What follows belongs to an exercise in optimizing a design on an open flow for small area; a production flow would make more cautious choices.
Only simulation tests tie the RTL to the original design; equivalence was not proved.
Power and IR drop assume default switching activity.

==> module weight_mem, before the edit <==
module weight_mem #(
	parameter int NEURONS = 16,
	parameter int ROWS = 8
) (
	input logic CLK,
	input logic RESET_N,
	input logic wr_en,
	input snn_pkg::row_t wr_row,		 
	input snn_pkg::nidx_t wr_neuron,
	input snn_pkg::weight_t wr_data,
	input snn_pkg::row_t rd_row,
	output snn_pkg::weight_t [NEURONS-1:0] rd_weights
);
	localparam int HALF = NEURONS / 2;
	logic [2:0] ph;
	logic [2:0] ph1;
	logic [NEURONS-1:0][ROWS-1:0][7:0] ring;
	logic [HALF-1:0][7:0] pend;		 
	logic [NEURONS-1:0] ins;
	logic [ROWS-1:0] sel;			 
	assign ph1 = ph + 3'd1;
	always_ff @(posedge CLK) begin
		ph <= ph1;
	end
	always_comb begin
		logic hi;
		snn_pkg::row_t prow;
		for (int p = 0; p < HALF; p++) begin
			hi = (wr_neuron > 4'(p + HALF)) || (wr_neuron <= 4'(p));
			prow = (wr_neuron > 4'(p)) ? wr_row : wr_row - 3'd1;
			ins[p] = !hi && (prow == ph1);
			ins[p + HALF] = hi && (prow == ph1);
		end
	end
	always_ff @(posedge CLK) begin
		if (wr_en)
			pend[wr_neuron[2:0]] <= wr_data;
		for (int n = 0; n < NEURONS; n++) begin
			ring[n][0] <= ins[n] ? pend[n % HALF] : ring[n][ROWS-1];
			for (int k = 1; k < ROWS; k++)
				ring[n][k] <= ring[n][k-1];
		end
		for (int k = 0; k < ROWS; k++)
			sel[k] <= (3'(k) == ph1 - rd_row);
	end
	always_comb begin
		for (int n = 0; n < NEURONS; n++) begin
			rd_weights[n] = '0;
			for (int k = 0; k < ROWS; k++)
				rd_weights[n] |= ring[n][k] & {8{sel[k]}};
		end
	end
endmodule
==> module spike_readout, before the edit <==
module spike_readout #(
	parameter int NEURONS = 16
) (
	input logic CLK,
	input logic RESET_N,
	input logic REQUEST,
	input logic FRONT_DONE,
	input snn_pkg::sum_t [NEURONS-1:0] sums,
	input snn_pkg::grp_code_t grp_code,
	input logic [5:0] outputs,
	output logic OUT_SPIKE,
	output logic OUT_SPIKE_VALID,
	output logic BACK_DONE
);
	logic accept;
	logic [4:0] out_lim;
	logic [4:0] rem;				 
	logic seen;						 
	logic [NEURONS-1:0] res;		 
	logic [NEURONS-1:0] res_new;
	logic [NEURONS/2-1:0][12:0] s2;
	logic [NEURONS/4-1:0][13:0] s4;
	assign accept = REQUEST & FRONT_DONE;
	always_comb begin
		logic [4:0] max_out;
		max_out = 5'(NEURONS >> grp_code);
		out_lim = (outputs > 6'(max_out)) ? max_out : outputs[4:0];
	end
	logic [NEURONS/2-1:0][13:0] c2;
	logic [NEURONS/4-1:0][14:0] c4;
	logic [NEURONS/8-1:0][15:0] c8;
	logic [NEURONS/8-1:0] neg8;
	always_comb begin
		logic [12:0] a2, b2;
		logic [13:0] a4, b4;
		logic [14:0] a8, b8;
		for (int j = 0; j < NEURONS/2; j++) begin
			a2 = {sums[2*j][11], sums[2*j]};
			b2 = {sums[2*j+1][11], sums[2*j+1]};
			c2[j][0] = 1'b0;
			for (int b = 0; b < 13; b++) begin
				s2[j][b] = a2[b] ^ b2[b] ^ c2[j][b];
				c2[j][b+1] = (a2[b] & b2[b]) | (a2[b] & c2[j][b]) | (b2[b] & c2[j][b]);
			end
		end
		for (int j = 0; j < NEURONS/4; j++) begin
			a4 = {s2[2*j][12], s2[2*j]};
			b4 = {s2[2*j+1][12], s2[2*j+1]};
			c4[j][0] = 1'b0;
			for (int b = 0; b < 14; b++) begin
				s4[j][b] = a4[b] ^ b4[b] ^ c4[j][b];
				c4[j][b+1] = (a4[b] & b4[b]) | (a4[b] & c4[j][b]) | (b4[b] & c4[j][b]);
			end
		end
		for (int j = 0; j < NEURONS/8; j++) begin
			a8 = {s4[2*j][13], s4[2*j]};
			b8 = {s4[2*j+1][13], s4[2*j+1]};
			c8[j][0] = 1'b0;
			for (int b = 0; b < 14; b++)
				c8[j][b+1] = (a8[b] & b8[b]) | (a8[b] & c8[j][b]) | (b8[b] & c8[j][b]);
			neg8[j] = a8[14] ^ b8[14] ^ c8[j][14];
		end
		for (int j = 0; j < NEURONS; j++) begin
			if (j < NEURONS/8)
				res_new[j] = grp_code[1] ? (grp_code[0] ? ~neg8[j % (NEURONS/8)] : ~s4[j % (NEURONS/4)][13])
					: (grp_code[0] ? ~s2[j % (NEURONS/2)][12] : ~sums[j][11]);
			else if (j < NEURONS/4)
				res_new[j] = grp_code[1] ? ~s4[j % (NEURONS/4)][13]
					: (grp_code[0] ? ~s2[j % (NEURONS/2)][12] : ~sums[j][11]);
			else if (j < NEURONS/2)
				res_new[j] = grp_code[0] ? ~s2[j % (NEURONS/2)][12] : ~sums[j][11];
			else
				res_new[j] = ~sums[j][11];
		end
	end
	always_ff @(posedge CLK or negedge RESET_N) begin
		if (!RESET_N) begin
			rem <= '0;
			seen <= 1'b0;
		end else if (accept) begin
			rem <= out_lim;
			seen <= 1'b1;
		end else if (rem != '0) begin
			rem <= rem - 5'd1;
		end
	end
	always_ff @(posedge CLK) begin
		if (accept)
			res <= res_new;
		else
			res <= res >> 1;
	end
	assign OUT_SPIKE_VALID = (rem != '0);
	assign OUT_SPIKE = OUT_SPIKE_VALID & res[0];
	assign BACK_DONE = seen & (rem == '0);
endmodule
export LEC_CHECK = 0
export CAP_MARGIN = 20
export CORE_MARGIN = 2
export CORE_UTILIZATION = 70
export CTS_BUF_LIST = sky130_fd_sc_hd__clkbuf_8
export CTS_CLUSTER_DIAMETER = 55
export CTS_CLUSTER_SIZE = 18
export SLEW_MARGIN = 20
create_clock -name core_clock -period 25.0 [get_ports {CLK}]
run.sh (not shown) runs the stock make flow with config.mk's settings and CLKGATE_MAP_FILE= SYNTH_SCRIPT=/design/flow/synth_recipe.tcl, a recipe that flattens the netlist after the stock synthesis.
Next try:
--- a/flow/design.v
+++ b/flow/design.v
@@ -82,19 +82,23 @@
 	logic [HALF-1:0][7:0] pend;		 
 	logic [NEURONS-1:0] ins;
 	logic [ROWS-1:0] sel;			 
 	assign ph1 = ph + 3'd1;
-	always_ff @(posedge CLK) begin
-		ph <= ph1;
+	always_ff @(posedge CLK or negedge RESET_N) begin
+		if (!RESET_N)
+			ph <= '0;
+		else
+			ph <= ph1;
 	end
 	always_comb begin
 		logic hi;
-		snn_pkg::row_t prow;
+		logic hit_cur, hit_prev;
+		hit_cur = (wr_row == ph1);
+		hit_prev = (wr_row - 3'd1 == ph1);
 		for (int p = 0; p < HALF; p++) begin
 			hi = (wr_neuron > 4'(p + HALF)) || (wr_neuron <= 4'(p));
-			prow = (wr_neuron > 4'(p)) ? wr_row : wr_row - 3'd1;
-			ins[p] = !hi && (prow == ph1);
-			ins[p + HALF] = hi && (prow == ph1);
+			ins[p] = !hi && hit_cur;
+			ins[p + HALF] = hi && ((wr_neuron > 4'(p)) ? hit_cur : hit_prev);
 		end
 	end
 	always_ff @(posedge CLK) begin
 		if (wr_en)
@@ -255,29 +259,34 @@
 		for (int j = 0; j < NEURONS/2; j++) begin
 			a2 = {sums[2*j][11], sums[2*j]};
 			b2 = {sums[2*j+1][11], sums[2*j+1]};
 			c2[j][0] = 1'b0;
-			for (int b = 0; b < 13; b++) begin
+			for (int b = 0; b < 12; b++) begin
 				s2[j][b] = a2[b] ^ b2[b] ^ c2[j][b];
 				c2[j][b+1] = (a2[b] & b2[b]) | (a2[b] & c2[j][b]) | (b2[b] & c2[j][b]);
 			end
+			s2[j][12] = (a2[11] & b2[11]) | (a2[11] & s2[j][11]) | (b2[11] & s2[j][11]);
+			c2[j][13] = 1'b0;
 		end
 		for (int j = 0; j < NEURONS/4; j++) begin
 			a4 = {s2[2*j][12], s2[2*j]};
 			b4 = {s2[2*j+1][12], s2[2*j+1]};
 			c4[j][0] = 1'b0;
-			for (int b = 0; b < 14; b++) begin
+			for (int b = 0; b < 13; b++) begin
 				s4[j][b] = a4[b] ^ b4[b] ^ c4[j][b];
 				c4[j][b+1] = (a4[b] & b4[b]) | (a4[b] & c4[j][b]) | (b4[b] & c4[j][b]);
 			end
+			s4[j][13] = (a4[12] & b4[12]) | (a4[12] & s4[j][12]) | (b4[12] & s4[j][12]);
+			c4[j][14] = 1'b0;
 		end
 		for (int j = 0; j < NEURONS/8; j++) begin
 			a8 = {s4[2*j][13], s4[2*j]};
 			b8 = {s4[2*j+1][13], s4[2*j+1]};
 			c8[j][0] = 1'b0;
-			for (int b = 0; b < 14; b++)
+			for (int b = 0; b < 13; b++)
 				c8[j][b+1] = (a8[b] & b8[b]) | (a8[b] & c8[j][b]) | (b8[b] & c8[j][b]);
-			neg8[j] = a8[14] ^ b8[14] ^ c8[j][14];
+			neg8[j] = (a8[13] & b8[13]) | (a8[13] & ~c8[j][13]) | (b8[13] & ~c8[j][13]);
+			c8[j][15:14] = 2'b00;
 		end
 		for (int j = 0; j < NEURONS; j++) begin
 			if (j < NEURONS/8)
 				res_new[j] = grp_code[1] ? (grp_code[0] ? ~neg8[j % (NEURONS/8)] : ~s4[j % (NEURONS/4)][13])
Sequential power drops by about 5%.
Combinational power hardly moves.
Final area shrinks by 0.67%.
Setup slack improves by 0.19 ns.
Utilization drops by 0.38 points.
Area after synthesis came out lower by 0.33%.

-- separate check: timing with driven ports --
Ports are ideal in the flow. The routed layouts listed here were re-timed in OpenROAD.
Step 1 assumes that a clkbuf_16 drives the clock port and a buf_2 every other input.
Step 2 times the ports against the registers' clock, not the clock port: input delays grow and output delays shrink by t, the midpoint of the rising clock arrivals with the driver on.
a / b / c = ideal ports / drivers / drivers and shift; a / b = the first two.
run	shift t [ns]	slack for setup (ns)	worst setup path after step 2	latest minus earliest clock arrival (ns)	worst register clock-pin slew, ns
the first run	0.786	16.947 / 16.947 / 16.947	register to register	0.047 / 0.047	0.12 / 0.12
the second run	0.787	17.139 / 17.139 / 17.139	register to register	0.042 / 0.042	0.12 / 0.12
After both steps setup and hold are still met in every run listed.
